What follows belongs to an exercise in optimizing a design on an open flow for small area and a short achievable clock period; a production flow would make more cautious choices.
RTL that was checked went through simulation tests only; none was proved equivalent to the original.
The RTL of run 2 was laid out without a check of its function.
The clock input has no modelled driver; a real chip could not lean on it and would need a root buffer or a full tree.
Power is estimated from default activity; no workload was simulated.

==> flow/design.v <==
package accel_pkg;
    localparam int cfg_w = 10;
    localparam int pe_count = 4;
    localparam int window_cols = pe_count + 2;
    localparam int ifmap_buf_depth = 192;
    localparam int filter_buf_depth = 128;
    localparam int ifmap_buf_aw = $clog2(ifmap_buf_depth);
    localparam int filter_buf_aw = $clog2(filter_buf_depth);
    localparam int result_count = 16;
    localparam int result_sel_w = $clog2(result_count);
    localparam int max_ci = ifmap_buf_depth / window_cols;
endpackage
`timescale 1ns/10ps
module accel_controller #(
    parameter int SRAM_ADDR_W = 17
) (
    input  logic                                  clk,
    input  logic                                  rst,
    input  logic                                  start,
    input  logic [accel_pkg::cfg_w-1:0]           confi,
    output logic [SRAM_ADDR_W-1:0]                ifmap_sram_addr,
    output logic [SRAM_ADDR_W-1:0]                filter_sram_addr,
    output logic                                  ifmap_sram_ren,
    output logic                                  filter_sram_ren,
    output logic [accel_pkg::ifmap_buf_aw-1:0]    ifmap_buffer_waddr,
    output logic                                  ifmap_buffer_wen,
    output logic [accel_pkg::filter_buf_aw-1:0]   filter_buffer_waddr,
    output logic                                  filter_buffer_wen,
    output logic [accel_pkg::pe_count-1:0][accel_pkg::ifmap_buf_aw-1:0]  ifmap_raddr,
    output logic [accel_pkg::pe_count-1:0]                               ifmap_ren,
    output logic [accel_pkg::pe_count-1:0][accel_pkg::filter_buf_aw-1:0] filter_raddr,
    output logic [accel_pkg::pe_count-1:0]                               filter_ren,
    output logic [accel_pkg::result_sel_w-1:0]    result_sel,
    output logic                                  post_unit_wen
);
    logic [3:0] cs;          
    logic       r_i, r_f;    
    logic       w_i, w_f;    
    logic [3:0] pen;         
    logic       q;           
    logic       ts_r;        
    logic [7:0]  pc;         
    logic        nc0;        
    logic [9:0]  h_r;
    logic [11:0] wr;         
    logic [5:0]  ci_r;
    logic [6:0]  e_c;        
    logic [7:0]  cc;         
    logic [9:0]  rr;         
    logic [7:0]  gg;         
    logic        cl_r, rl_r;
    logic        ds_r;       
    logic [16:0] hw5;        
    logic [16:0] a_r;        
    logic [2:0]  ik;
    logic        k5;
    logic        xs_r, xf_r;    
    logic [4:0]  ich;
    logic [14:0] f_r;        
    logic        fe_r;
    logic [5:0]  y0h, y1h, y2h, y3h;
    logic [3:0]  x1h, x2h, x3h;
    logic [9:0] w_r;
    logic busy, accept, ds, pc_clr, iend, gl;
    logic [4:0] cim1;
    assign w_r = wr[9:0];
    assign busy = r_i | w_i | (|pen) | q;
    assign accept = start && (cs == 4'd0) && !busy;
    assign cim1 = 5'(ci_r - 6'd1);
    assign ds = pen[3] && !pen[2];
    assign pc_clr = (r_i ^ w_i) || ds_r;
    assign iend = k5 && (ich == 5'd0);
    assign gl = cl_r && rl_r;
    always_ff @(posedge clk or posedge rst)
    begin
        if (rst)
        begin
            cs <= 4'd0;
            r_i <= 1'b0;
            r_f <= 1'b0;
            w_i <= 1'b0;
            w_f <= 1'b0;
            pen <= 4'd0;
            q <= 1'b0;
            ts_r <= 1'b0;
            xs_r <= 1'b0;
            xf_r <= 1'b0;
        end
        else
        begin
            if (cs == 4'd0)
                cs <= {3'd0, accept};
            else if (cs == 4'd8)
                cs <= 4'd0;
            else
                cs <= cs + 4'd1;
            xs_r <= xs_n;
            xf_r <= xf_n;
            ts_r <= (cs == 4'd3) || (q && (pc[3:0] == 4'd14) && (gg != 8'd0));
            if (ts_r)
                r_i <= 1'b1;
            else if (iend)
                r_i <= 1'b0;
            if (ts_r)
                r_f <= 1'b1;
            else if (fe_r)
                r_f <= 1'b0;
            w_i <= r_i;
            w_f <= r_f;
            if (w_i && !r_i)
                pen[0] <= 1'b1;
            else if (pc[4:0] == cim1)
                pen[0] <= 1'b0;
            pen[3:1] <= pen[2:0];
            if (ds)
                q <= 1'b1;
            else if (pc[3:0] == 4'd15)
                q <= 1'b0;
        end
    end
    logic [11:0] bd_r;       
    logic        bn_r;       
    logic        bf_r, be_r;   
    logic [11:0] bmag;
    logic        bo, bt;
    logic [16:0] badd;
    logic [17:0] bsum;
    logic [14:0] bacc;
    logic        x2, x1, x0;
    assign x2 = (cs == 4'd2) ? 1'b0 : wr[9];
    assign x1 = (cs == 4'd2) ? 1'b0 : wr[8];
    assign x0 = (cs == 4'd2) ? confi[9] : wr[7];
    assign bo = x1 ^ x0;
    assign bt = (x2 && !x1 && !x0) || (!x2 && x1 && x0);
    assign bmag = bo ? {2'd0, h_r} : (bt ? {1'd0, h_r, 1'b0} : 12'd0);
    assign badd = {{5{bn_r}}, bd_r};
    assign bacc = bf_r ? 15'd31 : hw5[14:0];
    assign bsum = {bacc, 1'b1, be_r, 1'b1} + {badd, bn_r};
    always_ff @(posedge clk)
    begin
        if (cs == 4'd1)
            h_r <= confi;
        if (cs == 4'd2)
            wr <= {2'b00, confi};
        else if (cs >= 4'd3 && cs <= 4'd8)
            wr <= {wr[9:0], wr[11:10]};
        bd_r <= x2 ? ~bmag : bmag;
        bf_r <= (cs == 4'd2);
        be_r <= (cs != 4'd6);
        bn_r <= x2;
        if (cs == 4'd3)
            ci_r <= confi[5:0];
        if (cs >= 4'd3 && cs <= 4'd8)
            hw5 <= bsum[17:1];
    end
    always_ff @(posedge clk)
    begin
        ds_r <= pen[2] && !pen[1];
        if (cs == 4'd3)
            cl_r <= (w_r[9:2] == {6'd0, ~w_r[1], w_r[1]});
        else if (cs < 4'd4 || cs > 4'd8)
            cl_r <= (cc == {6'd0, ~w_r[1], w_r[1]});
        rl_r <= (rr == 10'd1);
        if (cs == 4'd3 || (ds_r && cl_r))
            cc <= w_r[9:2];
        else if (ds_r)
            cc <= cc - 8'd1;
        if (cs == 4'd2 || (ds_r && cl_r && rl_r))
            rr <= h_r;
        else if (ds_r && cl_r)
            rr <= rr - 10'd1;
        if (cs == 4'd4)
            gg <= confi[9:2];
        else if (ds_r && cl_r && rl_r)
            gg <= gg - 8'd1;
    end
    logic [16:0] asum;
    logic [7:0]  astep;      
    logic [8:0]  xu_r;       
    logic        ac_r;       
    logic        k5_n, fil_n, xs_n, xf_n;
    logic [7:0]  dm;
    assign fil_n = ts_r || (r_i && !iend);
    assign k5_n = !ts_r && !k5 && (ik == 3'd4) && fil_n;
    assign xs_n = (r_i && iend) || (xs_r && (ich != 5'd0));
    assign xf_n = xs_r && (ich == 5'd0);
    assign dm = 8'((cl_r ? 8'(4'd6 + {~w_r[1], w_r[0]}) : 8'd4) + {1'b1, ~cim1, 2'b00});
    assign asum = a_r + {xu_r, astep};
    always_ff @(posedge clk)
    begin
        if (k5_n)
            astep <= hw5[7:0];
        else if (xs_n)
            astep <= ~hw5[7:0];
        else if (xf_n)
            astep <= dm;
        else
            astep <= {7'd0, fil_n};
        if (k5_n)
            xu_r <= hw5[16:8];
        else if (xs_n)
            xu_r <= ~hw5[16:8];
        else
            xu_r <= {9{xf_n && dm[7]}};
        ac_r <= accept || (xf_n && gl);
        a_r <= ac_r ? 17'd0 : asum;
        ik <= (ts_r || k5) ? 3'd0 : ik + 3'd1;
        k5 <= k5_n;
        ich <= (ts_r || (r_i && iend)) ? cim1 : ich - {4'd0, k5 | xs_r};
    end
    logic [14:0] fsum;
    logic        sd_n, fe_n, fph_n;
    logic [7:0]  fa_r;       
    assign e_c = 7'(7'd1 - 7'(3 * ci_r));
    assign sd_n = r_f && w_i && (pc[1:0] == 2'd1);
    assign fe_n = sd_n && (pc[6:2] == cim1);
    assign fph_n = ts_r || (r_f && !fe_r);
    assign fsum = f_r + {{8{fa_r[7]}}, fa_r[6:0]};
    always_ff @(posedge clk)
    begin
        fe_r <= fe_n;
        if (fe_n)
            fa_r <= gl ? 8'd1 : {1'b1, ~cim1, 2'b01};
        else if (fph_n)
            fa_r <= sd_n ? {1'b1, e_c} : {2'd0, ci_r};
        else
            fa_r <= 8'd0;
        f_r <= (cs == 4'd1) ? 15'd0 : fsum;
    end
    always_ff @(posedge clk)
    begin
        pc <= pc_clr ? 8'd0 : pc + 8'd1;
        nc0 <= pc_clr ? 1'b1 : pc[0];
        y0h <= pc_clr ? 6'd0 : 6'(({y0h, pc[0]} + 7'd3) >> 1);
        y1h <= y0h;
        y2h <= y1h + {5'd0, nc0};
        y3h <= y2h;
        x1h <= pc[4:1];
        x2h <= x1h;
        x3h <= x2h;
    end
    assign ifmap_sram_ren = r_i;
    assign filter_sram_ren = r_f;
    assign ifmap_buffer_wen = w_i;
    assign filter_buffer_wen = w_f;
    assign ifmap_sram_addr = a_r;
    assign filter_sram_addr = {2'b00, f_r};
    assign ifmap_buffer_waddr = pc;
    assign filter_buffer_waddr = pc[6:0];
    assign result_sel = pc[3:0];
    assign post_unit_wen = q;
    assign ifmap_ren = pen;
    assign filter_ren = pen;
    assign filter_raddr[0] = {pc[4:0], 2'd0};
    assign filter_raddr[1] = {x1h, nc0, 2'd1};
    assign filter_raddr[2] = {x2h, pc[0], 2'd2};
    assign filter_raddr[3] = {x3h, nc0, 2'd3};
    assign ifmap_raddr[0] = {y0h, pc[0], 1'b0};
    assign ifmap_raddr[1] = {y1h, nc0, 1'b1};
    assign ifmap_raddr[2] = {y2h, nc0, 1'b0};
    assign ifmap_raddr[3] = {y3h, pc[0], 1'b1};
endmodule
==> flow/flow/run.sh <==
#!/bin/bash
set -euo pipefail
export BUFFER_PORTS_ARGS="-buffer_cell sky130_fd_sc_hd__buf_1"
ARGS=()
if [[ -f flow/make_args ]]; then read -r -a ARGS < flow/make_args; fi
bash standard.sh "${ARGS[@]}" cts > standard_cts.log 2>&1
R=$PWD/orfs/results/sky130hd/accel_controller/base
cp $R/4_cts.odb $R/4_cts_orig.odb
CTS_ODB=$R/4_cts_orig.odb CTS_ODB_OUT=$R/4_cts.odb openroad -no_init -exit flow/clk_flatten.tcl > clk_flatten.log 2>&1
bash standard.sh "${ARGS[@]}" finish > standard_finish.log 2>&1
==> flow/flow/clk_flatten.tcl <==
# Clock tree rework after CTS, before routing:
#  1. take the tree's middle level out, so one buffer fans out to all the leaf buffers;
#  3. drop the dummy loads CTS adds for balancing.
# Every register still gets its clock through two buffers: a root and a leaf.
read_db $::env(CTS_ODB)
set block [ord::get_db_block]
set clk_net [$block findNet clk]
set nroots [expr {[info exists ::env(CLK_ROOTS)] ? $::env(CLK_ROOTS) : 4}]
set root ""
foreach it [$clk_net getITerms] {
  if {[[$it getMTerm] getIoType] == "INPUT"} { set root [$it getInst] }
}
set root_master [$root getMaster]
puts "root buffer: [$root getName] ([$root_master getName])"
set root_out [[$root findITerm X] getNet]
# 1. bypass buffers that only drive buffers
set changed 1
while {$changed} {
  set changed 0
  foreach it [$root_out getITerms] {
    set inst [$it getInst]
    if {$inst == $root} { continue }
    if {![string match "*clkbuf*" [[$inst getMaster] getName]]} { continue }
    set xo [$inst findITerm X]
    set onet [$xo getNet]
    if {$onet == "NULL"} { continue }
    set loads {}
    set ok 1
    foreach lt [$onet getITerms] {
      if {[$lt getInst] == $inst} { continue }
      if {![string match "*clkbuf*" [[[$lt getInst] getMaster] getName]] && ![string match "clkload*" [[$lt getInst] getName]]} { set ok 0 }
      lappend loads $lt
    }
    if {!$ok} { continue }
    foreach lt $loads { $lt disconnect; $lt connect $root_out }
    $it disconnect
    $xo disconnect
    puts "bypassed [$inst getName], [llength $loads] loads moved"
    odb::dbInst_destroy $inst
    odb::dbNet_destroy $onet
    set changed 1
    break
  }
}
# 3. dummy loads
foreach inst [$block getInsts] {
  if {[string match "clkload*" [$inst getName]]} {
    puts "removed dummy load [$inst getName] ([[$inst getMaster] getName])"
    foreach it [$inst getITerms] { if {[$it getNet] != "NULL"} { $it disconnect } }
    odb::dbInst_destroy $inst
  }
}
# 2. split the root
set leaves {}
foreach it [$root_out getITerms] {
  if {[$it getInst] == $root} { continue }
  set b [[$it getInst] getBBox]
  lappend leaves [list $it [expr {([$b xMin] + [$b xMax]) / 2}] [expr {([$b yMin] + [$b yMax]) / 2}]]
}
set n [llength $leaves]
if {$nroots > 1 && $n > 1} {
  if {$nroots > $n} { set nroots $n }
  # k-means on the leaf positions, seeded along the x-sorted order
  set sorted [lsort -integer -index 1 $leaves]
  set cents {}
  for {set k 0} {$k < $nroots} {incr k} {
    set l [lindex $sorted [expr {int(($k + 0.5) * $n / $nroots)}]]
    lappend cents [list [lindex $l 1] [lindex $l 2]]
  }
  for {set iter 0} {$iter < 30} {incr iter} {
    set sx [lrepeat $nroots 0]; set sy [lrepeat $nroots 0]; set sc [lrepeat $nroots 0]
    set assign {}
    foreach l $leaves {
      set best 0; set bd -1
      for {set k 0} {$k < $nroots} {incr k} {
        set c [lindex $cents $k]
        set d [expr {abs([lindex $l 1] - [lindex $c 0]) + abs([lindex $l 2] - [lindex $c 1])}]
        if {$bd < 0 || $d < $bd} { set bd $d; set best $k }
      }
      lappend assign $best
      lset sx $best [expr {[lindex $sx $best] + [lindex $l 1]}]
      lset sy $best [expr {[lindex $sy $best] + [lindex $l 2]}]
      lset sc $best [expr {[lindex $sc $best] + 1}]
    }
    for {set k 0} {$k < $nroots} {incr k} {
      if {[lindex $sc $k] > 0} {
        lset cents $k [list [expr {[lindex $sx $k] / [lindex $sc $k]}] [expr {[lindex $sy $k] / [lindex $sc $k]}]]
      }
    }
  }
  set rb [$root getBBox]
  set rw [expr {[$rb xMax] - [$rb xMin]}]
  for {set k 0} {$k < $nroots} {incr k} {
    if {[lindex $sc $k] == 0} { continue }
    set net [odb::dbNet_create $block "clknet_root_$k"]
    $net setSigType CLOCK
    set inst [odb::dbInst_create $block $root_master "clkbuf_root_$k"]
    set c [lindex $cents $k]
    $inst setLocation [expr {[lindex $c 0] - $rw / 2}] [lindex $c 1]
    $inst setPlacementStatus PLACED
    [$inst findITerm A] connect $clk_net
    [$inst findITerm X] connect $net
    foreach it [$inst getITerms] {
      set m [$it getMTerm]
      if {[$m getSigType] == "POWER"} { $it connect [$block findNet VDD] }
      if {[$m getSigType] == "GROUND"} { $it connect [$block findNet VSS] }
    }
    set cnt 0
    foreach l $leaves a $assign {
      if {$a == $k} { set lt [lindex $l 0]; $lt disconnect; $lt connect $net; incr cnt }
    }
    puts "root $k at ([lindex $c 0], [lindex $c 1]) drives $cnt leaf buffers"
  }
  foreach it [$root getITerms] { if {[$it getNet] != "NULL"} { $it disconnect } }
  odb::dbInst_destroy $root
  odb::dbNet_destroy $root_out
  detailed_placement
  check_placement -verbose
}
write_db $::env(CTS_ODB_OUT)
==> flow/standard.sh <==
#!/bin/bash
# synth_recipe.tcl (not shown) runs the flow's synth.tcl, then flattens the netlist and writes it again
# the make line also repeats each setting of config.mk as NAME=value (left out here)
make -C /OpenROAD-flow-scripts/flow DESIGN_CONFIG=/design/flow/config.mk WORK_HOME=/design/flow/orfs CLKGATE_MAP_FILE= SYNTH_SCRIPT=/design/flow/synth_recipe.tcl "${@:-finish}"
==> flow/config.mk <==
export PLATFORM = sky130hd
export DESIGN_NAME = accel_controller
export DESIGN_NICKNAME = accel_controller
export VERILOG_FILES = /design/flow/design.v
export SDC_FILE = /design/flow/constraint.sdc
export NUM_CORES = 4
export LEC_CHECK = 0
export CAP_MARGIN = 20
export CORE_MARGIN = 2
export CORE_UTILIZATION = 65
export CTS_BUF_LIST = sky130_fd_sc_hd__clkbuf_16
export CTS_CLUSTER_DIAMETER = 100
export CTS_CLUSTER_SIZE = 30
export PLACE_DENSITY = 0.75
export SETUP_SLACK_MARGIN = 4.9
export SLEW_MARGIN = 20
==> flow/constraint.sdc <==
create_clock -name core_clock -period 7.5 [get_ports {clk}]
set_input_delay 1.5000 -clock core_clock [delete_from_list [all_inputs] [get_ports {clk}]]
set_output_delay 1.5000 -clock core_clock [all_outputs]
set_load 0.01 [all_outputs]
==> results.ini, run 1 <==
[grt]
grt_usage_pct = 23.46
overflow = 0
grt_pass1_vias = 7264
grt_start_max_net_pins = 31
grt_pass1_wl_um = 34530
antenna_found_initial = 0

[worst_setup_path]
critical-path-top-delay-family = flip-flops
start_kind = flip-flop
r2r_slack_ns = 5.09
required_ns = 6.00
r2r-end = hw5[11]$_DFFE_PP_
setup.worst_path.end_class = primary output
reg2reg_depth = 8
critPathKind = reg2out
r2r_start = bf_r$_DFF_P_
critPathBufInv = 1
crit_path_cell_trace = buf_1
max_stage_delay_ns = 0.44
crit_arrival_ns = 0.91
critPathSlowestCell = dfxtp_1
cp_max_fo = 5

[drt]
avgViaCountPerCell = 5.529
wl_met3_um = 846
routed_wl_um = 21150
drc = 0
via_count = 7791
ant_nets = 0
m1WireLength_um = 9864
highest_layer = met4
wl_met2_um = 10080
routedWlPerCell_um = 15.01
dr.pass1.iters = 5
drtIter0Drc = 379

[logic_synthesis]
yosysWarnings = 1
ys_seq_elements = 217
async_flop_share_pct = 6.912
syn_avg_cell_area_sq_um = 10.01
synthesis.area_sq_um = 10970
synth_edf_count = 70
yosysUniqueCellTypes = 82
synth_flop_cell = dfxtp_1
synthCells = 1096
yosysSeqAreaShare_pct = 46.69

[outcome]
status = no timing/DRC/antenna violations

[sta]
fin_crit_sh_pct = 32.19
hold_ws_ns = 0.3531
setup_tns_ns = 0
maxSlewViolCount = 0
hold_violations = 0
worst_pin_slew_ns = 0.6810
max_freq_mhz = 414.2
period_needed_ns = 2.414
fin_worst_skew_ns = 0.05169
setup_violations = 0
grt_setup_unrepaired = no
slew-limit-headroom_pct = 54.60

[floorplan]
die_w_um = 133.9
fp.dieH_um = 133.9
rows = 47
pin_count = 139
die_area_sq_um = 17930
coreArea_sq_um = 16520
start_util_pct = 66.36

[finish]
syn2layout_area_growth_pct = 7.131
diodes = 0
layout-drive-gt1-share_pct = 5.971
fill_cells = 1323
fin_nets = 1290

[worst_hold_path]
min_to = y3h[2]$_DFF_P_
holdPathStages = 0
worstHoldStart = y2h[2]$_DFF_P_
hp-class = reg2reg

[pwr]
max-vdd-ir-drop_mv = 0.3101
comb_power_share_pct = 52.4
power.internal_mw = 3.607
seq_power_share_pct = 37.7
sw_frac_of_total_pct = 41.80
p_sw_mw = 2.591
clockPowerShare_pct = 10.0
power_density_nw_per_um2 = 527.6
power.static_leakage_nw = 4.916

[placed_design]
port_buffers = 124
gp_congestion = 0.8498
dp_hpwl_um = 15500

[clock_tree]
clk_pin_slew_ns = 0.11
clk_latency_ns = 0.31
cts_sinks = 217

[job]
drv_cap = 0

==> layout by cell type, fill, tap and decap left out, drive strengths merged, types with 14 or more instances in the layout <==
cell | Yosys | final
xor2 | 36 | 36
edfxtp | 70 | 70
a21oi | 54 | 54
nor2b | 27 | 27
nor2 | 95 | 95
o21ai | 65 | 65
inv | 55 | 55
nor3 | 20 | 20
conb | 2 | 14
dfxtp | 132 | 132
ha | 81 | 81
dfrtp | 15 | 15
nand3 | 22 | 22
a21o | 15 | 15
xnor2 | 64 | 64
nand2 | 113 | 113
buf | 47 | 134
==> how the worst max path moves through the flow <==
stage,start,endpoint,slack [ns],cells past startpoint
after floorplan,bf_r$_DFF_P_,hw5[11]$_DFFE_PP_,5.04,9
after global placement,bf_r$_DFF_P_,hw5[11]$_DFFE_PP_,4.98,8
after detailed placement,bf_r$_DFF_P_,hw5[11]$_DFFE_PP_,4.95,8
after CTS,pc[2]$_SDFF_PP0_,filter_buffer_waddr[2],4.89,1
after global routing,ci_r[2]$_DFFE_PN_,fa_r[7]$_DFF_P_,4.95,8
final,y0h[3]$_SDFF_PP0_,ifmap_raddr[5],5.09,1
==> flip-flops by register name (all words and copies together), names as in the netlist, 5 cells and up <==
register and cells:
hw5 17, pc 8, rr 10, f_r 15, ci_r 6, cc 8
ich 5, y3h 6, h_r 10, y2h 6, y1h 6, astep 8
fa_r 8, wr 12, gg 8, y0h 6, a_r 17, xu_r 9
bd_r 12
==> area by class of cell <==
cell class                 count  area (sq um)  share of cell area, %
inverter                      56         210.2                  1.789
clock buffer                   8         200.2                  1.704
sequential                   217          5147                  43.82
tap                          220         275.3                  2.343
buffer                         4         100.1                 0.8521
timing repair buffer         134         540.5                  4.601
multi-input combinational    770          5274                  44.89
==> through the flow <==
step	util [%]	setup slack [ns]	std cells	instance area (sq um)	total power, mW
finish	71.09	5.086	1409	11750	6.198
global route	71.09	4.954	1409	11750	6.757
floorplan	-	5.041	1108	11010	4.871
CTS	71.05	4.892	1411	11740	6.235
detailed placement	68.80	4.949	1391	11370	5.553
global placement	68.80	4.979	1391	11370	5.476
==> cells in the mapped netlist (27+ instances only) <==
cell type	instances	area, sq um
dfxtp_1	132	2643
nand2_1	112	420.4
nor2_1	95	356.6
ha_1	81	1013
edfxtp_1	70	2102
xnor2_1	62	543.0
inv_1	53	198.9
a21oi_1	50	250.2
o21ai_0	46	230.2
buf_4	42	315.3
xor2_1	36	315.3
nor2b_1	27	168.9
==> cells by family (layout without fill, tap and decap cells) <==
kind of cell,after synthesis,in the layout,synth area share [%]
buffers and inverters,121,202,5.671
muxes,11,11,1.061
and+or+nand+nor,338,338,14.56
other,2,14,0.06849
AOI/OAI and AO/OA,220,220,13.46
adders and majority gates,86,86,10.16
DFF,217,217,46.69
xor gates and xnor gates,101,101,8.329
==> power by group through the flow <==
stage | sequential (mW) | clock [mW] | combinational [mW]
floorplan | 2.32 | 0 | 2.55
global placement | 2.36 | 0 | 3.12
detailed placement | 2.37 | 0 | 3.19
CTS | 2.34 | 0.661 | 3.24
global route | 2.40 | 0.666 | 3.69
finish | 2.33 | 0.617 | 3.25
==> layer usage <==
layer | GRT usage (%) | vias up
met2 | 40.00 | 167
met3 | 2.494 | 21
li1 | - | 3938
met1 | 32.40 | 3665
met4 | 5.556 | 0
met5 | 0 | -
==> repair_timing <==
item / 4_1_cts / 5_1_grt
hold buffers: 0 / 0
gates resized for setup: 14 / 4
setup buffers: 3 / 3
setup endpoints to repair: 29 / 22
pin swaps: 0 / 0
==> run 2: changes to the inputs <==
--- a/flow/design.v
+++ b/flow/design.v
@@ -121,10 +121,9 @@
     logic [11:0] bd_r;       
     logic        bn_r;       
-    logic        bf_r, be_r;   
+    logic        be_r;       
     logic [11:0] bmag;
     logic        bo, bt;
     logic [16:0] badd;
     logic [17:0] bsum;
-    logic [14:0] bacc;
     logic        x2, x1, x0;
     assign x2 = (cs == 4'd2) ? 1'b0 : wr[9];
@@ -135,6 +134,5 @@
     assign bmag = bo ? {2'd0, h_r} : (bt ? {1'd0, h_r, 1'b0} : 12'd0);
     assign badd = {{5{bn_r}}, bd_r};
-    assign bacc = bf_r ? 15'd31 : hw5[14:0];
-    assign bsum = {bacc, 1'b1, be_r, 1'b1} + {badd, bn_r};
+    assign bsum = {hw5[14:0], 1'b1, be_r, 1'b1} + {badd, bn_r};
     always_ff @(posedge clk)
     begin
@@ -146,5 +144,4 @@
             wr <= {wr[9:0], wr[11:10]};
         bd_r <= x2 ? ~bmag : bmag;
-        bf_r <= (cs == 4'd2);
         be_r <= (cs != 4'd6);
         bn_r <= x2;
@@ -153,4 +150,6 @@
         if (cs >= 4'd3 && cs <= 4'd8)
             hw5 <= bsum[17:1];
+        else if (cs == 4'd2)
+            hw5 <= 17'd31;
     end
     always_ff @(posedge clk)
--- a/flow/flow/run.sh
+++ b/flow/flow/run.sh
@@ -1,5 +1,5 @@
 #!/bin/bash
 set -euo pipefail
-export BUFFER_PORTS_ARGS="-buffer_cell sky130_fd_sc_hd__buf_1"
+export BUFFER_PORTS_ARGS="-buffer_cell sky130_fd_sc_hd__buf_2"
 ARGS=()
 if [[ -f flow/make_args ]]; then read -r -a ARGS < flow/make_args; fi
==> run 2 against run 1 <==
Against the previous run: highest routed layer unchanged; critical path depth is 6 higher; combinational power about the same; first-iteration DRC count is 15% higher; routed wire length grew 5.6%; critical endpoint is now hw5[15]$_SDFFCE_PN0P_; sequential share of layout area down 0.96 points; hold slack got worse by 0.00065 ns; still clean; worst setup slack worse by 0.017 ns; register-to-register slack worse by 0.02 ns; non-clock buffer count decreased by 2; flip-flop and latch count fell by 1; utilization rose by 1.0 points.
==> results.ini, run 2 <==
[placed_design]
gp_congestion = 0.8425  ; was 0.8498
port_buffers = 124  ; unchanged
place_inst = 1420  ; was 1391
dp_hpwl_um = 16510  ; was 15500 um

[logic_synthesis]
synth_simple_gate_area_share_pct = 14.76  ; was 14.56%
yosysWarnings = 1  ; unchanged
synth_compound_area_share_pct = 14.04  ; was 13.46%
yosysMostFrequentCell = dfxtp_1  ; unchanged
synthTopCellsByCount = 131 x dfxtp_1, 124 x nand2_1, 102 x nor2_1  ; was 132 x dfxtp_1, 112 x nand2_1, 95 x nor2_1
synth.top_cells.by_area = dfxtp_1 24%, edfxtp_1 19%, ha_1 9.1%  ; was dfxtp_1 24%, edfxtp_1 19%, ha_1 9.2%
async_flop_share_pct = 6.944  ; was 6.912%
synth_top_area_share_pct = 23.77  ; was 24.10%
ys_seq_elements = 216  ; was 217
yosysUniqueCellTypes = 71  ; was 82
synth_top_cell_by_area = dfxtp_1  ; unchanged
synthXorXnorAreaFrac_pct = 7.895  ; was 8.330%
synth_fa_ha_area_share_pct = 9.982  ; was 10.16%
yosysSeqAreaShare_pct = 46.23  ; was 46.69%
synthMuxAreaShare_pct = 1.032  ; was 1.061%
synth_flop_cell = dfxtp_1  ; unchanged
synth_edf_count = 70  ; unchanged
synthesis.area_sq_um = 11030  ; was 10970 sq um
syn_avg_cell_area_sq_um = 9.744  ; was 10.01 sq um
synthCells = 1132  ; was 1096
synth_top_family_by_area = simple AND/OR/NAND/NOR gates  ; unchanged

[finish]
top_regs = a_r (17), hw5 (17), f_r (15)  ; unchanged
mostFrequentLayoutCells = 125 x dfxtp_1, 124 x buf_2, 123 x nand2_1  ; was 124 x dfxtp_1, 124 x buf_1, 111 x nand2_1
seqCellArea_sq_um = 5124  ; was 5147 sq um
fin_nets = 1318  ; was 1290
diodes = 0  ; unchanged
layout_commonest_cell = dfxtp_1
layout.cells.non_filler = 1438  ; was 1409
fill_cells = 1301  ; was 1323
layout-drive-gt1-share_pct = 14.70  ; was 5.971%
syn2layout_area_growth_pct = 8.382  ; was 7.131%
multi_input_area_sq_um = 5336  ; was 5274 sq um

[grt]
grt_pass1_wl_um = 36420  ; was 34530 um
grt_pass1_vias = 7565  ; was 7264
overflow = 0  ; unchanged
grt_usage_pct = 24.81  ; was 23.46%
grt_start_max_net_pins = 31  ; unchanged
antenna_found_initial = 0  ; unchanged

[worst_setup_path]
r2r_slack_ns = 5.07  ; was 5.09 ns
cp_max_fo = 7  ; was 5
crit_path_cell_trace = fa_1 -> o21a_1 -> o211ai_1 -> a31oi_2 -> a221oi_1 -> xor2_1 -> nor2_1  ; was buf_1
reg2reg_depth = 7  ; was 8
critPathKind = reg2reg  ; was reg2out
setup.worst_path.end_class = flip-flop  ; was primary output
critPathSlowestCell = fa_1  ; was dfxtp_1
required_ns = 7.59  ; was 6.00 ns
crit_arrival_ns = 2.52  ; was 0.91 ns
r2r_start = bn_r$_DFF_P_  ; was bf_r$_DFF_P_
max_stage_delay_ns = 0.49  ; was 0.44 ns
start_kind = flip-flop  ; unchanged
r2r-end = hw5[15]$_SDFFCE_PN0P_  ; was hw5[11]$_DFFE_PP_

[sta]
max_freq_mhz = 411.3  ; was 414.2 MHz
fin_crit_sh_pct = 32.42  ; was 32.19%
slew-limit-headroom_pct = 47.40  ; was 54.60%
setup_tns_ns = 0  ; unchanged
worst_pin_slew_ns = 0.7880  ; was 0.6810 ns
hold_violations = 0  ; unchanged
grt_setup_unrepaired = no  ; unchanged
maxSlewViolCount = 0  ; unchanged
period_needed_ns = 2.432  ; was 2.414 ns
hold_ws_ns = 0.3525  ; was 0.3531 ns
setup_violations = 0  ; unchanged
fin_worst_skew_ns = 0.06130  ; was 0.05169 ns

[clock_tree]
clk_pin_slew_ns = 0.12  ; was 0.11 ns
clk_latency_ns = 0.32  ; was 0.31 ns
cts_hold_buffers = 0  ; unchanged
cts_sinks = 216  ; was 217

[worst_hold_path]
min_to = y3h[2]$_DFF_P_  ; unchanged
worstHoldStart = y2h[2]$_DFF_P_  ; unchanged
holdPathStages = 0  ; unchanged
hp-class = reg2reg  ; unchanged

[pwr]
total_power_mw = 6.150  ; was 6.198 mW
max-vdd-ir-drop_mv = 0.3502  ; was 0.3101 mV
power.static_leakage_nw = 5.347  ; was 4.916 nW
power_density_nw_per_um2 = 514.4  ; was 527.6 nW/um^2

[floorplan]
start_util_pct = 66.52  ; was 66.36%
die_area_sq_um = 18030  ; was 17930 sq um
fp.dieH_um = 134.3  ; was 133.9 um
die_w_um = 134.3  ; was 133.9 um
rows = 47  ; unchanged
pin_count = 139  ; unchanged
coreArea_sq_um = 16580  ; was 16520 sq um

[drt]
avgViaCountPerCell = 5.675  ; was 5.529
drtIter0Drc = 437  ; was 379
via_count = 8160  ; was 7791
ant_nets = 0  ; unchanged
routed_wl_um = 22330  ; was 21150 um
dr.pass1.iters = 5  ; unchanged
drc = 0  ; unchanged
routedWlPerCell_um = 15.53  ; was 15.01 um

[job]
drv_cap = 0  ; unchanged

[outcome]
status = no timing/DRC/antenna violations  ; unchanged

-- run 2: cell count changes after synthesis, sizes merged, moves of 7 or more --
cell and change:
nor2b -14, nand2 +11, nor3 +8, clkbuf +7
inv +7, nor2 +7
-- run 2: what timing repair did --
action / in CTS / in global routing
setup buffers: 3 / 3
setup endpoints to repair: 56 / 21
gates resized for setup: 15 / 4
-- run 2: per-layer routing --
layer	up-vias	global-route usage, %	part of all wire, %	routed length [um]
li1	4070	-	-	-
met1	3853	34.19	46	10170
met2	209	41.41	47	10520
met3	28	4.082	5.7	1267
met4	0	5.614	1.7	374
met5	-	0	0	0
-- run 2: per-stage QoR --
| stage | setup WS [ns] | cell area, sq um | util (%) |
|---|---|---|---|
| finish | 5.068 | 11960 | 72.09 |
| CTS | 4.902 | 11930 | 71.92 |
| global placement | 4.950 | 11560 | 69.71 |
| floorplan | 5.107 | 11080 | - |
| global route | 4.906 | 11960 | 72.09 |
| detailed placement | 4.831 | 11560 | 69.71 |
-- run 2: critical path: cells and delay by family (launching register included) --
| kind | cells | cell delay, ns |
|---|---|---|
| AOI/OAI and AO/OA | 4 | 1.04 |
| DFF | 1 | 0.44 |
| xor gates and xnor gates | 1 | 0.17 |
| adders and majority gates | 1 | 0.49 |
| and+or+nand+nor | 1 | 0.05 |
-- run 2: report_power, final --
part | switching [mW] | internal [mW]
clock | 0.324 | 0.288
combinational | 1.84 | 1.39
sequential | 0.423 | 1.88
total | 2.59 | 3.56
-- run 2: worst max-delay path by stage --
stage	from	endpoint	cells past startpoint
2_1_floorplan	cs[0]$_DFF_PP0_	hw5[0]$_SDFFCE_PN1P_	7
3_3_place_gp	cs[0]$_DFF_PP0_	hw5[12]$_SDFFCE_PN0P_	7
3_5_place_dp	cs[0]$_DFF_PP0_	hw5[14]$_SDFFCE_PN0P_	7
4_1_cts	y0h[1]$_SDFF_PP0_	ifmap_raddr[3]	1
5_1_grt	hw5[5]$_SDFFCE_PN0P_	hw5[16]$_SDFFCE_PN0P_	7
6_report	bn_r$_DFF_P_	hw5[15]$_SDFFCE_PN0P_	7
-- run 2: cells by family after synthesis --
family                     Yosys count
buffers and inverters              132
and+or+nand+nor                    351
other                                2
muxes                               11
adders and majority gates           85
AOI/OAI and AO/OA                  238
DFF                                216
xor gates and xnor gates            97
-- run 2: cell type report --
type | count | share of cell area [%]
tap | 220 | 2.302
timing repair buffer | 132 | 5.693
clock buffer | 8 | 1.675
buffer | 4 | 0.8373
inverter | 62 | 1.999
sequential | 216 | 42.86
multi-input combinational | 796 | 44.64
==> run 3: changes to the inputs <==
--- a/flow/design.v
+++ b/flow/design.v
@@ -45,5 +45,4 @@
     logic [11:0] wr;         
     logic [5:0]  ci_r;
-    logic [6:0]  e_c;        
     logic [7:0]  cc;         
     logic [9:0]  rr;         
@@ -64,4 +63,5 @@
     logic busy, accept, ds, pc_clr, iend, gl;
     logic [4:0] cim1;
+    logic k5_n, fil_n, xs_n, xf_n;
     assign w_r = wr[9:0];
     assign busy = r_i | w_i | (|pen) | q;
@@ -121,9 +121,10 @@
     logic [11:0] bd_r;       
     logic        bn_r;       
-    logic        be_r;       
+    logic        bf_r, be_r;   
     logic [11:0] bmag;
     logic        bo, bt;
     logic [16:0] badd;
     logic [17:0] bsum;
+    logic [14:0] bacc;
     logic        x2, x1, x0;
     assign x2 = (cs == 4'd2) ? 1'b0 : wr[9];
@@ -134,5 +135,6 @@
     assign bmag = bo ? {2'd0, h_r} : (bt ? {1'd0, h_r, 1'b0} : 12'd0);
     assign badd = {{5{bn_r}}, bd_r};
-    assign bsum = {hw5[14:0], 1'b1, be_r, 1'b1} + {badd, bn_r};
+    assign bacc = bf_r ? 15'd31 : hw5[14:0];
+    assign bsum = {bacc, 1'b1, be_r, 1'b1} + {badd, bn_r};
     always_ff @(posedge clk)
     begin
@@ -144,4 +146,5 @@
             wr <= {wr[9:0], wr[11:10]};
         bd_r <= x2 ? ~bmag : bmag;
+        bf_r <= (cs == 4'd2);
         be_r <= (cs != 4'd6);
         bn_r <= x2;
@@ -150,6 +153,4 @@
         if (cs >= 4'd3 && cs <= 4'd8)
             hw5 <= bsum[17:1];
-        else if (cs == 4'd2)
-            hw5 <= 17'd31;
     end
     always_ff @(posedge clk)
@@ -178,5 +179,4 @@
     logic [8:0]  xu_r;       
     logic        ac_r;       
-    logic        k5_n, fil_n, xs_n, xf_n;
     logic [7:0]  dm;
     assign fil_n = ts_r || (r_i && !iend);
@@ -209,4 +209,5 @@
     end
     logic [14:0] fsum;
+    logic [6:0]  e_c;        
     logic        sd_n, fe_n, fph_n;
     logic [7:0]  fa_r;       
--- a/flow/flow/run.sh
+++ b/flow/flow/run.sh
@@ -2,4 +2,6 @@
 set -euo pipefail
 export BUFFER_PORTS_ARGS="-buffer_cell sky130_fd_sc_hd__buf_2"
+# optional settings for flow/clk_flatten.tcl (CLK_ROOTS, CLK_ROOT_CELL)
+if [[ -f flow/env ]]; then set -a; source flow/env; set +a; fi
 ARGS=()
 if [[ -f flow/make_args ]]; then read -r -a ARGS < flow/make_args; fi
--- a/flow/flow/clk_flatten.tcl
+++ b/flow/flow/clk_flatten.tcl
@@ -12,4 +12,5 @@
 }
 set root_master [$root getMaster]
+if {[info exists ::env(CLK_ROOT_CELL)]} { set root_master [[ord::get_db] findMaster $::env(CLK_ROOT_CELL)] }
 puts "root buffer: [$root getName] ([$root_master getName])"
 set root_out [[$root findITerm X] getNet]
==> flow/flow/env (new file) <==
CLK_ROOT_CELL=sky130_fd_sc_hd__clkbuf_8
==> run 3 against run 2 <==
Against the previous run: hold slack about the same; still clean on timing, DRC and antenna; final cell count down 2.2%; synthesized cell count down 3.2%; sequential power up 2%; routed wire length down 6.6%; largest power group unchanged; power up 0.67%; die area down 0.57%; final area down 0.96%; flip-flop and latch count up 1.
==> results.ini, run 3 <==
[floorplan]
coreArea_sq_um = 16520  ; was 16580 sq um
rows = 47  ; unchanged
die_w_um = 133.9  ; was 134.3 um
start_util_pct = 66.36  ; was 66.52%
pin_count = 139  ; unchanged
die_area_sq_um = 17930  ; was 18030 sq um
fp.dieH_um = 133.9  ; was 134.3 um

[finish]
top_regs = a_r (17), hw5 (17), f_r (15)  ; unchanged
fill_cells = 1275  ; was 1301
fin_nets = 1288  ; was 1318
multi_input_area_sq_um = 5271  ; was 5336 sq um
mostFrequentLayoutCells = 124 x buf_2, 123 x dfxtp_1, 112 x nand2_1  ; was 125 x dfxtp_1, 124 x buf_2, 123 x nand2_1
fin_util_pct = 71.65  ; was 72.09%
diodes = 0  ; unchanged
layout-drive-gt1-share_pct = 16.18  ; was 14.70%
seqCellArea_sq_um = 5147  ; was 5124 sq um
syn2layout_area_growth_pct = 7.976  ; was 8.382%
layout_commonest_cell = buf_2  ; was dfxtp_1
fin_area_sq_um = 11840  ; was 11960 sq um

[grt]
grt_usage_pct = 23.31  ; was 24.81%
overflow = 0  ; unchanged
grt_pass1_vias = 7211  ; was 7565
antenna_found_initial = 0  ; unchanged
grt_start_max_net_pins = 31  ; unchanged
grt_pass1_wl_um = 34250  ; was 36420 um

[worst_setup_path]
r2r_start = ci_r[2]$_DFFE_PN_  ; was bn_r$_DFF_P_
setup.worst_path.end_class = primary output  ; was flip-flop
cp_max_fo = 15  ; was 7
crit_path_cell_trace = buf_2  ; was fa_1 -> o21a_1 -> o211ai_1 -> a31oi_2 -> a221oi_1 -> xor2_1 -> nor2_1
start_kind = flip-flop  ; unchanged
critPathKind = reg2out  ; was reg2reg
critPathBufInv = 1  ; was 0
r2r_slack_ns = 5.08  ; was 5.07 ns
max_stage_delay_ns = 0.45  ; was 0.49 ns
cp-startpoint = pc[0]$_SDFF_PP0_  ; was bn_r$_DFF_P_
reg2reg_depth = 8  ; was 7
crit_arrival_ns = 0.93  ; was 2.52 ns
r2r-end = fa_r[7]$_DFF_P_  ; was hw5[15]$_SDFFCE_PN0P_
required_ns = 6.00  ; was 7.59 ns
critPathSlowestCell = dfxtp_4  ; was fa_1
critical-path-top-delay-family = flip-flops  ; was compound AO/OA/AOI/OAI gates

[logic_synthesis]
syn_avg_cell_area_sq_um = 10.01  ; was 9.744 sq um
synthTopCellsByCount = 132 x dfxtp_1, 112 x nand2_1, 95 x nor2_1  ; was 131 x dfxtp_1, 124 x nand2_1, 102 x nor2_1
async_flop_share_pct = 6.912  ; was 6.944%
yosysUniqueCellTypes = 82  ; was 71
synth_edf_count = 70  ; unchanged
yosysSeqAreaShare_pct = 46.69  ; was 46.23%
synth_top_cell_by_area = dfxtp_1  ; unchanged
synth_flop_cell = dfxtp_1  ; unchanged
synthesis.area_sq_um = 10970  ; was 11030 sq um
yosysMostFrequentCell = dfxtp_1  ; unchanged
synthCells = 1096  ; was 1132
ys_seq_elements = 217  ; was 216
synth_top_area_share_pct = 24.10  ; was 23.77%
yosysWarnings = 1  ; unchanged
synth.top_cells.by_area = dfxtp_1 24%, edfxtp_1 19%, ha_1 9.2%  ; was dfxtp_1 24%, edfxtp_1 19%, ha_1 9.1%

[clock_tree]
clk_latency_ns = 0.31  ; was 0.32 ns
cts_hold_buffers = 0  ; unchanged
clk_pin_slew_ns = 0.11  ; was 0.12 ns
cts_sinks = 217  ; was 216

[sta]
maxSlewViolCount = 0  ; unchanged
grt_setup_unrepaired = no  ; unchanged
fin_crit_sh_pct = 32.37  ; was 32.42%
period_needed_ns = 2.427  ; was 2.432 ns
fin_worst_skew_ns = 0.04362  ; was 0.06130 ns
setup_violations = 0  ; unchanged
slew-limit-headroom_pct = 56.40  ; was 47.40%
setup_tns_ns = 0  ; unchanged
hold_violations = 0  ; unchanged
max_freq_mhz = 412.0  ; was 411.3 MHz
hold_ws_ns = 0.3523  ; was 0.3525 ns
worst_pin_slew_ns = 0.6533  ; was 0.7880 ns

[pwr]
clockPowerShare_pct = 9.1  ; was 10.0%
power.internal_mw = 3.620  ; was 3.559 mW
power.static_leakage_nw = 5.286  ; was 5.347 nW
seq_power_share_pct = 37.8  ; was 37.4%
max-vdd-ir-drop_mv = 0.2912  ; was 0.3502 mV
comb_power_share_pct = 53.0  ; was 52.6%
sw_frac_of_total_pct = 41.53  ; was 42.13%
p_sw_mw = 2.572  ; was 2.591 mW
power_density_nw_per_um2 = 522.9  ; was 514.4 nW/um^2

[drt]
drc = 0  ; unchanged
avgViaCountPerCell = 5.532  ; was 5.675
ant_nets = 0  ; unchanged
routed_wl_um = 20860  ; was 22330 um
drtIter0Drc = 438  ; was 437
routedWlPerCell_um = 14.83  ; was 15.53 um
dr.pass1.iters = 5  ; unchanged
via_count = 7783  ; was 8160

[worst_hold_path]
min_to = y3h[4]$_DFF_P_  ; was y3h[2]$_DFF_P_
holdPathStages = 0  ; unchanged
hp-class = reg2reg  ; unchanged
worstHoldStart = y2h[4]$_DFF_P_  ; was y2h[2]$_DFF_P_

[outcome]
status = no timing/DRC/antenna violations  ; unchanged

[placed_design]
dp_hpwl_um = 15620  ; was 16510 um
port_buffers = 124  ; unchanged
gp_congestion = 0.8494  ; was 0.8425
detailed_place.area_sq_um = 11520  ; was 11560 sq um

[job]
drv_cap = 0  ; unchanged

-- run 3: changes by cell type after synthesis, moves of 5 or more --
cell      change
nor4b_1       -5
clkbuf_1      -7
a31oi_1       +5
nand2_1      -12
o21ai_0      -17
nor3_1        -9
inv_1         -8
o21ai_1      +12
nor2b_1      +14
nor2_1        -7
a21oi_1       -6
a211oi_1      -5
a21o_1        -5
-- run 3: what timing repair did --
action / 4_1_cts / 5_1_grt
setup buffers: 2 / 2
setup endpoints to repair: 31 / 5
pin swaps: 0 / 0
gates resized for setup: 15 / 2
-- run 3: worst max-delay path by stage --
stage	depth (start not counted)	slack (ns)	to
after floorplan	9	5.04	hw5[11]$_DFFE_PP_
after global placement	8	4.98	hw5[11]$_DFFE_PP_
after detailed placement	8	4.91	hw5[11]$_DFFE_PP_
after CTS	1	4.90	filter_raddr[2]
after global routing	7	4.92	bd_r[8]$_DFF_P_
final	1	5.07	filter_raddr[2]
-- run 3: final cells by class --
cell class              instances  share of cell area (%)
repair buffers                132                   5.749
clock buffers                   8                   1.691
inverters                      56                   1.775
flip-flops and latches        217                   43.47
well taps                     220                   2.325
multi-input cells             770                   44.52
plain buffers                   4                  0.4650
-- run 3: per-stage QoR --
stage / total power, mW / setup slack, ns / std cells
after floorplan: 4.871 / 5.041 / 1108
after global placement: 5.531 / 4.977 / 1391
after detailed placement: 5.612 / 4.907 / 1391
after CTS: 6.286 / 4.902 / 1410
after global routing: 6.739 / 4.917 / 1407
final: 6.191 / 5.073 / 1407
-- run 3: cell families (layout without fill, tap and decap cells) --
| group | Yosys count | count (layout) | share of synthesized area [%] |
|---|---|---|---|
| xor+xnor | 101 | 101 | 8.329 |
| buf+inv | 121 | 200 | 5.671 |
| simple gates | 338 | 338 | 14.56 |
| fa+ha+maj | 86 | 86 | 10.16 |
| other cells | 2 | 14 | 0.06849 |
| compound gates | 220 | 220 | 13.46 |
| flops | 217 | 217 | 46.69 |
| mux | 11 | 11 | 1.061 |
-- run 3: per-layer routing --
layer	vias up	wire length, um	track usage [%]
li1	3937	-	-
met1	3659	9880	32.60
met2	175	9901	39.23
met3	12	872	2.721
met4	0	204	5.319
met5	-	0	0
-- run 3: power by group through the flow --
stage / Clock [mW] / Combinational (mW) / Sequential, mW
after CTS: 0.662 / 3.28 / 2.34
after global placement: 0 / 3.18 / 2.35
final: 0.566 / 3.28 / 2.34
after global routing: 0.622 / 3.71 / 2.41
after floorplan: 0 / 2.55 / 2.32
after detailed placement: 0 / 3.25 / 2.36
==> run 4: changes to the inputs <==
--- a/flow/flow/run.sh
+++ b/flow/flow/run.sh
@@ -1,5 +1,5 @@
 #!/bin/bash
 set -euo pipefail
-export BUFFER_PORTS_ARGS="-buffer_cell sky130_fd_sc_hd__buf_2"
+export BUFFER_PORTS_ARGS="-buffer_cell sky130_fd_sc_hd__buf_1"
 # optional settings for flow/clk_flatten.tcl (CLK_ROOTS, CLK_ROOT_CELL)
 if [[ -f flow/env ]]; then set -a; source flow/env; set +a; fi
==> run 4 against run 3 <==
Against the previous run: still clean on timing, DRC and antenna; critical path type unchanged; critical path depth stayed put; area after synthesis unchanged; non-clock buffer count rose by 2; worst setup slack improved by 0.0030 ns; die area is the same; final area shrank 1.2%; fmax is 0.12% higher; count of clock-buffer cells in the layout unchanged; global-route usage increased by 0.065 points; register-to-register slack is essentially flat; critical endpoint is now filter_sram_ren; largest power group unchanged.
==> results.ini, run 4 <==
[logic_synthesis]
synth_edf_count = 70  ; unchanged
syn_avg_cell_area_sq_um = 10.01  ; unchanged
async_flop_share_pct = 6.912  ; unchanged
yosysMostFrequentCell = dfxtp_1  ; unchanged
yosysWarnings = 1  ; unchanged
yosysSeqAreaShare_pct = 46.69  ; unchanged
synthCells = 1096  ; unchanged
synthesis.area_sq_um = 10970  ; unchanged
synthTopCellsByCount = 132 x dfxtp_1, 112 x nand2_1, 95 x nor2_1  ; unchanged
yosysUniqueCellTypes = 82  ; unchanged
synth_top_area_share_pct = 24.10  ; unchanged
ys_seq_elements = 217  ; unchanged
synth.top_cells.by_area = dfxtp_1 24%, edfxtp_1 19%, ha_1 9.2%  ; unchanged
synth_top_cell_by_area = dfxtp_1  ; unchanged
synth_flop_cell = dfxtp_1  ; unchanged

[worst_setup_path]
critical-path-top-delay-family = flip-flops  ; unchanged
crit_path_cell_trace = buf_1  ; was buf_2
cp_max_fo = 4  ; was 15
crit_arrival_ns = 0.92  ; was 0.93 ns
start_kind = flip-flop  ; unchanged
critPathBufInv = 1  ; unchanged
max_stage_delay_ns = 0.43  ; was 0.45 ns
critPathKind = reg2out  ; unchanged
required_ns = 6.00  ; about the same
critPathSlowestCell = dfrtp_1  ; was dfxtp_4
setup.worst_path.end_class = primary output  ; unchanged

[sta]
slew-limit-headroom_pct = 55.56  ; was 56.40%
grt_setup_unrepaired = no  ; unchanged
setup_slack_ns = 5.076  ; was 5.073 ns
period_needed_ns = 2.424  ; was 2.427 ns
max_freq_mhz = 412.5  ; was 412.0 MHz
fin_worst_skew_ns = 0.05743  ; was 0.04362 ns
worst_pin_slew_ns = 0.6666  ; was 0.6533 ns
setup_violations = 0  ; unchanged
hold_violations = 0  ; unchanged
setup_tns_ns = 0  ; unchanged
maxSlewViolCount = 0  ; unchanged
fin_crit_sh_pct = 32.33  ; was 32.37%

[floorplan]
start_util_pct = 66.36  ; unchanged
rows = 47  ; unchanged
die_area_sq_um = 17930  ; unchanged
pin_count = 139  ; unchanged
fp.dieH_um = 133.9  ; unchanged
die_w_um = 133.9  ; unchanged
coreArea_sq_um = 16520  ; unchanged

[grt]
overflow = 0  ; unchanged
grt_pass1_vias = 7258  ; was 7211
grt_pass1_wl_um = 34440  ; was 34250 um
antenna_found_initial = 0  ; unchanged
grt_usage_pct = 23.37  ; was 23.31%
grt_start_max_net_pins = 31  ; unchanged

[clock_tree]
clk_latency_ns = 0.33  ; was 0.31 ns
clk_pin_slew_ns = 0.11  ; about the same
cts_sinks = 217  ; unchanged
cts_hold_buffers = 0  ; unchanged

[job]
drv_cap = 0  ; unchanged

[finish]
seqCellArea_sq_um = 5147  ; unchanged
top_regs = a_r (17), hw5 (17), f_r (15)  ; unchanged
multi_input_area_sq_um = 5274  ; was 5271 sq um
diodes = 0  ; unchanged
fin_nets = 1290  ; was 1288
layout-drive-gt1-share_pct = 5.971  ; was 16.18%
layout.cells.non_filler = 1409  ; was 1407
syn2layout_area_growth_pct = 6.721  ; was 7.976%
fill_cells = 1333  ; was 1275
mostFrequentLayoutCells = 124 x dfxtp_1, 124 x buf_1, 111 x nand2_1  ; was 124 x buf_2, 123 x dfxtp_1, 112 x nand2_1

[drt]
dr.pass1.iters = 5  ; unchanged
avgViaCountPerCell = 5.544  ; was 5.532
ant_nets = 0  ; unchanged
via_count = 7812  ; was 7783
drtIter0Drc = 400  ; was 438
drc = 0  ; unchanged
routed_wl_um = 20970  ; was 20860 um
routedWlPerCell_um = 14.88  ; was 14.83 um

[pwr]
power.static_leakage_nw = 4.895  ; was 5.286 nW
power_density_nw_per_um2 = 525.0  ; was 522.9 nW/um^2
max-vdd-ir-drop_mv = 0.3100  ; was 0.2912 mV

[worst_hold_path]
hp-class = reg2reg  ; unchanged

[placed_design]
dp_slack_ns = 4.949  ; was 4.907 ns
gp_congestion = 0.8498  ; was 0.8494
port_buffers = 124  ; unchanged
place_inst = 1391  ; unchanged
dp_hpwl_um = 15500  ; was 15620 um

[outcome]
status = no timing/DRC/antenna violations  ; unchanged

-- run 4: stage by stage --
step | util (%) | hold WS (ns) | power, mW | cell area, sq um
4_1_cts | 71.05 | 0.3551 | 6.235 | 11740
6_report | 70.82 | 0.3526 | 6.144 | 11700
3_3_place_gp | 68.80 | 0.3297 | 5.476 | 11370
2_1_floorplan | - | 0.3817 | 4.871 | 11010
3_5_place_dp | 68.80 | 0.3340 | 5.553 | 11370
5_1_grt | 70.82 | 0.3666 | 6.705 | 11700
-- run 4: logic make-up after synthesis --
family / after synthesis / synth area share (%)
AND/OR/NAND/NOR: 338 / 14.56
AO/OA/AOI/OAI: 220 / 13.46
flip-flops: 217 / 46.69
buffers and inverters: 121 / 5.671
XOR/XNOR: 101 / 8.329
adder cells (fa/ha/maj): 86 / 10.16
multiplexers: 11 / 1.061
other: 2 / 0.06849
-- run 4: per-layer routing --
layer  GRT usage, %  routed length, um  vias to the layer above
met5              0                  0                        -
met4          5.556                364                        0
met3          2.419                820                       24
met2          39.83               9960                      178
met1          32.34               9826                     3672
li1               -                  -                     3938
-- run 4: area by class of cell --
class                      count  share of cell area (%)
sequential                   217                   43.99
timing repair buffer         134                   4.619
buffer                         4                  0.4704
tap                          220                   2.352
inverter                      56                   1.796
multi-input combinational    770                   45.07
clock buffer                   8                   1.711
-- run 4: path summary, 6_finish.rpt --
check                                    end       startpoint  depth (start not counted)  slack (ns)
max in group asynchronous    r_i$_DFFE_PP0P_              rst                          2        5.81
hold / removal                y3h[2]$_DFF_P_   y2h[2]$_DFF_P_                          0        0.35
setup / recovery             filter_sram_ren  r_f$_DFFE_PP0P_                          1        5.08
hold reg to reg               y3h[2]$_DFF_P_   y2h[2]$_DFF_P_                          0        0.35
setup reg to reg           hw5[11]$_DFFE_PP_     bf_r$_DFF_P_                          8        5.09
min in group asynchronous    cs[2]$_DFF_PP0_              rst                          2        1.21
-- run 4: repair_timing --
item / 4_1_cts / 5_1_grt
pin swaps: 0 / 0
setup endpoints to repair: 29 / 24
setup buffers: 3 / 3
gates resized for setup: 14 / 4
-- run 4: power by group --
| part | total (mW) | switching (mW) | internal (mW) |
|---|---|---|---|
| Sequential | 2.33 | 0.413 | 1.92 |
| Combinational | 3.24 | 1.84 | 1.40 |
| Clock | 0.568 | 0.326 | 0.242 |
| Total | 6.14 | 2.58 | 3.56 |
-- run 4: worst reg2reg max path, delay by kind of cell, from the launching register on --
family | cells | cell delay, ns
flip-flops | 1 | 0.41
adder cells (fa/ha/maj) | 1 | 0.34
XOR/XNOR | 1 | 0.07
AO/OA/AOI/OAI | 5 | 1.03
AND/OR/NAND/NOR | 1 | 0.32
==> run 5: changes to the inputs <==
--- a/flow/config.mk
+++ b/flow/config.mk
@@ -13,4 +13,4 @@
 export CTS_CLUSTER_SIZE = 30
 export PLACE_DENSITY = 0.75
-export SETUP_SLACK_MARGIN = 4.9
+export SETUP_SLACK_MARGIN = 4.8
 export SLEW_MARGIN = 20
==> run 5 against run 4 <==
Against the previous run: die area did not move; global-route usage is 0.12 points lower; area after synthesis unchanged; largest cell class unchanged; worst setup slack worse by 0.067 ns; power shrank 0.46%.
==> results.ini, run 5 <==
[sta]
worst_pin_slew_ns = 0.6711  ; was 0.6666 ns
period_needed_ns = 2.491  ; was 2.424 ns
setup_violations = 0  ; unchanged
max_freq_mhz = 401.4  ; was 412.5 MHz
setup_tns_ns = 0  ; unchanged
maxSlewViolCount = 0  ; unchanged
hold_violations = 0  ; unchanged
slew-limit-headroom_pct = 55.26  ; was 55.56%
setup_slack_ns = 5.009  ; was 5.076 ns
hold_ws_ns = 0.3528  ; was 0.3526 ns
fin_worst_skew_ns = 0.06294  ; was 0.05743 ns
fin_crit_sh_pct = 33.22  ; was 32.33%
grt_setup_unrepaired = no  ; unchanged

[worst_setup_path]
crit_arrival_ns = 0.99  ; was 0.92 ns
reg2reg_depth = 8  ; unchanged
r2r-end = hw5[11]$_DFFE_PP_  ; unchanged
critPathSlowestCell = dfxtp_2  ; was dfrtp_1
crit_path_cell_trace = buf_1  ; unchanged
critPathKind = reg2out  ; unchanged
r2r_start = bf_r$_DFF_P_  ; unchanged
r2r_slack_ns = 5.02  ; was 5.09 ns
critical-path-top-delay-family = flip-flops  ; unchanged
max_stage_delay_ns = 0.50  ; was 0.43 ns
start_kind = flip-flop  ; unchanged
critPathBufInv = 1  ; unchanged
setup.worst_path.end_class = primary output  ; unchanged
cp_max_fo = 11  ; was 4
required_ns = 6.00  ; about the same

[clock_tree]
cts_sinks = 217  ; unchanged
clk_pin_slew_ns = 0.10  ; was 0.11 ns
clk_latency_ns = 0.33  ; about the same

[finish]
layout_commonest_cell = dfxtp_1
layout-drive-gt1-share_pct = 5.228  ; was 5.971%
layout.cells.non_filler = 1406  ; was 1409
fin_nets = 1287  ; was 1290
fin_area_sq_um = 11650  ; was 11700 sq um
mostFrequentLayoutCells = 126 x dfxtp_1, 124 x buf_1, 112 x nand2_1  ; was 124 x dfxtp_1, 124 x buf_1, 111 x nand2_1
diodes = 0  ; unchanged
syn2layout_area_growth_pct = 6.287  ; was 6.721%
top_regs = a_r (17), hw5 (17), f_r (15)  ; unchanged

[drt]
routed_wl_um = 20790  ; was 20970 um
avgViaCountPerCell = 5.512  ; was 5.544
dr.pass1.iters = 5  ; unchanged
ant_nets = 0  ; unchanged
via_count = 7750  ; was 7812
routedWlPerCell_um = 14.79  ; was 14.88 um
drtIter0Drc = 433  ; was 400
drc = 0  ; unchanged

[floorplan]
pin_count = 139  ; unchanged
fp.dieH_um = 133.9  ; unchanged
die_area_sq_um = 17930  ; unchanged
coreArea_sq_um = 16520  ; unchanged
rows = 47  ; unchanged
die_w_um = 133.9  ; unchanged
start_util_pct = 66.36  ; unchanged

[worst_hold_path]
min_to = y3h[2]$_DFF_P_  ; unchanged
holdPathStages = 0  ; unchanged
worstHoldStart = y2h[2]$_DFF_P_  ; unchanged
hp-class = reg2reg  ; unchanged

[placed_design]
port_buffers = 124  ; unchanged
dp_hpwl_um = 15500  ; unchanged
detailed_place.area_sq_um = 11370  ; unchanged
place_inst = 1391  ; unchanged
gp_congestion = 0.8498  ; unchanged
dp_slack_ns = 4.949  ; unchanged

[logic_synthesis]
yosysSeqAreaShare_pct = 46.69  ; unchanged
yosysUniqueCellTypes = 82  ; unchanged
synth_top_cell_by_area = dfxtp_1  ; unchanged
synth.top_cells.by_area = dfxtp_1 24%, edfxtp_1 19%, ha_1 9.2%  ; unchanged
synth_top_area_share_pct = 24.10  ; unchanged
synth_flop_cell = dfxtp_1  ; unchanged
async_flop_share_pct = 6.912  ; unchanged
synth_edf_count = 70  ; unchanged
ys_seq_elements = 217  ; unchanged
yosysWarnings = 1  ; unchanged
synthCells = 1096  ; unchanged
yosysMostFrequentCell = dfxtp_1  ; unchanged
synthesis.area_sq_um = 10970  ; unchanged
syn_avg_cell_area_sq_um = 10.01  ; unchanged
synthTopCellsByCount = 132 x dfxtp_1, 112 x nand2_1, 95 x nor2_1  ; unchanged

[grt]
grt_pass1_wl_um = 34200  ; was 34440 um
grt_pass1_vias = 7204  ; was 7258
overflow = 0  ; unchanged
grt_usage_pct = 23.26  ; was 23.37%
grt_start_max_net_pins = 31  ; unchanged
antenna_found_initial = 0  ; unchanged

[job]
drv_cap = 0  ; unchanged

[pwr]
max-vdd-ir-drop_mv = 0.3100  ; about the same
power.static_leakage_nw = 4.880  ; was 4.895 nW
power_density_nw_per_um2 = 524.7  ; was 525.0 nW/um^2

[outcome]
status = no timing/DRC/antenna violations  ; unchanged

==> run 5: cell counts after synthesis <==
No cell type changed its count.
==> run 5: layout make-up <==
class	count	area, sq um
tap	220	275.3
sequential	217	5127
fill	1346	4870
buffer	4	55.05
multi-input combinational	770	5269
timing repair buffer	131	518.0
inverter	56	210.2
clock buffer	8	200.2
==> run 5: kinds of logic after synthesis <==
family	count (synthesis)	synth area share [%]
muxes	11	1.061
and+or+nand+nor	338	14.56
AOI/OAI and AO/OA	220	13.46
adders and majority gates	86	10.16
buffers and inverters	121	5.671
other	2	0.06849
xor gates and xnor gates	101	8.329
DFF	217	46.69
==> run 5: how the worst max path moves through the flow <==
stage	from	to	slack (ns)	cells after the start
6_report	pc[3]$_SDFF_PP0_	filter_buffer_waddr[3]	5.01	1
5_1_grt	cs[2]$_DFF_PP0_	bd_r[9]$_DFF_P_	4.85	7
4_1_cts	pc[2]$_SDFF_PP0_	filter_buffer_waddr[2]	4.82	1
3_5_place_dp	bf_r$_DFF_P_	hw5[11]$_DFFE_PP_	4.95	8
3_3_place_gp	bf_r$_DFF_P_	hw5[11]$_DFFE_PP_	4.98	8
2_1_floorplan	bf_r$_DFF_P_	hw5[11]$_DFFE_PP_	5.04	9
==> run 5: metal layers <==
metal | up-vias | routed length, um | part of all wire (%) | GRT usage, %
met3 | 18 | 937 | 4.5 | 2.494
met4 | 0 | 316 | 1.5 | 5.496
met2 | 171 | 9801 | 47 | 39.49
met5 | - | 0 | 0 | 0
met1 | 3636 | 9737 | 47 | 32.27
li1 | 3925 | - | - | -
==> run 5: report_power, final <==
part	internal (mW)	leakage (nW)	switching, mW
combinational	1.39	2.82	1.82
sequential	1.91	1.93	0.426
clock	0.242	0.127	0.324
total	3.54	4.88	2.57
==> run 5: stage by stage <==
stage / util, % / total power, mW
after floorplan: - / 4.871
after global placement: 68.80 / 5.476
after detailed placement: 68.80 / 5.553
after CTS: 70.80 / 6.221
after global routing: 70.53 / 6.675
final: 70.53 / 6.116
==> run 5: repair_timing <==
action | CTS | global route
gates cloned | 0 | 0
pin swaps | 0 | 0
hold buffers | 0 | 0
gates resized for setup | 5 | 1
setup endpoints to repair | 22 | 4
setup buffers | 0 | 3
==> run 6: changes to the inputs <==
--- a/flow/config.mk
+++ b/flow/config.mk
@@ -13,4 +13,4 @@
 export CTS_CLUSTER_SIZE = 30
 export PLACE_DENSITY = 0.75
-export SETUP_SLACK_MARGIN = 4.8
+export SETUP_SLACK_MARGIN = 5.0
 export SLEW_MARGIN = 20
removed: flow/flow/env
==> run 6 against run 5 <==
Against the previous run: register-to-register slack better by 0.08 ns; still clean; largest cell class unchanged; die area unchanged; area after synthesis unchanged.
==> results.ini, run 6 <==
[outcome]
status = no timing/DRC/antenna violations  ; unchanged

[pwr]
clockPowerShare_pct = 9.8  ; was 9.3%
p_sw_mw = 2.612  ; was 2.572 mW
power.internal_mw = 3.674  ; was 3.544 mW
comb_power_share_pct = 53.2  ; was 52.5%
power_density_nw_per_um2 = 526.3  ; was 524.7 nW/um^2
seq_power_share_pct = 37.0  ; was 38.2%

[logic_synthesis]
synthesis.area_sq_um = 10970  ; unchanged
synth_top_cell_by_area = dfxtp_1  ; unchanged
synthCells = 1096  ; unchanged
synth_edf_count = 70  ; unchanged
yosysMostFrequentCell = dfxtp_1  ; unchanged
synth_top_area_share_pct = 24.10  ; unchanged
ys_seq_elements = 217  ; unchanged
syn_avg_cell_area_sq_um = 10.01  ; unchanged
yosysWarnings = 1  ; unchanged

[worst_hold_path]
hp-class = reg2reg  ; unchanged
holdPathStages = 0  ; unchanged

[finish]
top_regs = a_r (17), hw5 (17), f_r (15)  ; unchanged
diodes = 0  ; unchanged
fin_nets = 1300  ; was 1287
layout-drive-gt1-share_pct = 11.34  ; was 5.228%

[sta]
worst_pin_slew_ns = 0.6752  ; was 0.6711 ns
max_freq_mhz = 412.1  ; was 401.4 MHz
hold_violations = 0  ; unchanged
fin_crit_sh_pct = 32.36  ; was 33.22%
grt_setup_unrepaired = no  ; unchanged
setup_slack_ns = 5.073  ; was 5.009 ns

[floorplan]
die_area_sq_um = 17930  ; unchanged
die_w_um = 133.9  ; unchanged
coreArea_sq_um = 16520  ; unchanged

[grt]
grt_pass1_wl_um = 35140  ; was 34200 um
grt_start_max_net_pins = 31  ; unchanged

[worst_setup_path]
r2r_start = hw5[3]$_DFFE_PP_  ; was bf_r$_DFF_P_
critical-path-top-delay-family = flip-flops  ; unchanged
r2r-end = hw5[11]$_DFFE_PP_  ; unchanged
critPathBufInv = 1  ; unchanged
critPathSlowestCell = dfrtp_1  ; was dfxtp_2
crit_arrival_ns = 0.93  ; was 0.99 ns
critPathKind = reg2out  ; unchanged
crit_path_cell_trace = buf_2  ; was buf_1
max_stage_delay_ns = 0.45  ; was 0.50 ns
required_ns = 6.00  ; about the same

[placed_design]
port_buffers = 124  ; unchanged
dp_hpwl_um = 15500  ; unchanged

[drt]
avgViaCountPerCell = 5.552  ; was 5.512
ant_nets = 0  ; unchanged
drc = 0  ; unchanged

[clock_tree]
clk_pin_slew_ns = 0.11  ; was 0.10 ns

[run 6: power groups by stage]
stage	clock [mW]	combinational, mW	sequential, mW
6_report	0.617	3.35	2.32
4_1_cts	0.661	3.32	2.32
5_1_grt	0.666	3.79	2.39
3_3_place_gp	0	3.12	2.36
2_1_floorplan	0	2.55	2.32
3_5_place_dp	0	3.19	2.37
[run 6: cell type report]
| class | instances | share of cell area [%] |
|---|---|---|
| Multi-Input combinational cell | 770 | 44.36 |
| Buffer | 4 | 0.8380 |
| Clock buffer | 8 | 1.676 |
| Inverter | 56 | 1.760 |
| Sequential cell | 217 | 43.31 |
| Tap cell | 220 | 2.305 |
| Timing Repair Buffer | 144 | 5.751 |
[run 6: per-layer routing]
layer	share of wire (%)	wire, um	track usage (%)
met3	4.9	1058	2.419
met2	48	10300	40.83
met1	46	9767	33.04
met5	0	0	0
met4	1.4	308	5.437
[run 6: stage by stage]
stage	cell area (sq um)	total power [mW]	hold WS (ns)
global placement	11370	5.476	0.3297
floorplan	11010	4.871	0.3817
global route	11940	6.845	0.3666
finish	11940	6.286	0.3535
detailed placement	11370	5.553	0.3340
CTS	11930	6.300	0.3551
[run 6: cells by family after synthesis]
kind of cell / after synthesis / synth area share (%)
AND/OR/NAND/NOR: 338 / 14.56
AO/OA/AOI/OAI: 220 / 13.46
flip-flops: 217 / 46.69
buffers and inverters: 121 / 5.671
XOR/XNOR: 101 / 8.329
adder cells (fa/ha/maj): 86 / 10.16
multiplexers: 11 / 1.061
other: 2 / 0.06849
[run 6: worst max path at each step]
| stage | startpoint | to | slack, ns | cells after the start |
|---|---|---|---|---|
| 2_1_floorplan | bf_r$_DFF_P_ | hw5[11]$_DFFE_PP_ | 5.04 | 9 |
| 4_1_cts | r_f$_DFFE_PP0P_ | filter_sram_ren | 4.92 | 1 |
| 5_1_grt | hw5[3]$_DFFE_PP_ | hw5[16]$_DFFE_PP_ | 5.01 | 8 |
| 3_5_place_dp | bf_r$_DFF_P_ | hw5[11]$_DFFE_PP_ | 4.95 | 8 |
| 6_report | r_f$_DFFE_PP0P_ | filter_sram_ren | 5.07 | 1 |
| 3_3_place_gp | bf_r$_DFF_P_ | hw5[11]$_DFFE_PP_ | 4.98 | 8 |
[run 6: repair_timing]
action / CTS / global route
endpoints found under the setup margin: 73 / 16
gates resized for setup: 76 / 6
pin swaps: 0 / 2
buffers inserted: 15 / 1
cloned: 0 / 0

==> re-timing with driven ports <==
The flow's constraints put no driver on any port. The routed layouts listed below were extracted and timed again, unchanged, in two steps. Step 1: set_driving_cell puts a clkbuf_16 on clk and a buf_2 on each other input, an assumption about the parent block. Step 2, shift: input delay + t, output delay - t, t = (earliest + latest rising clock arrival at the registers) / 2. This alone moves slack from input paths to output paths. a / b / c = no drivers / after step 1 / after step 2; a / b = the first two.
| run | shift t [ns] | setup WS [ns] |
|---|---|---|
| run 1 | 0.375 | 5.086 / 4.999 / 5.088 |
| run 2 | 0.391 | 5.068 / 4.972 / 4.980 |
| run 3 | 0.366 | 5.073 / 4.997 / 5.081 |
| run 4 | 0.379 | 5.076 / 5.002 / 5.086 |
| run 5 | 0.377 | 5.009 / 4.934 / 5.025 |
| run 6 | 0.376 | 5.073 / 4.987 / 5.105 |
After both steps every run listed still meets setup and hold.
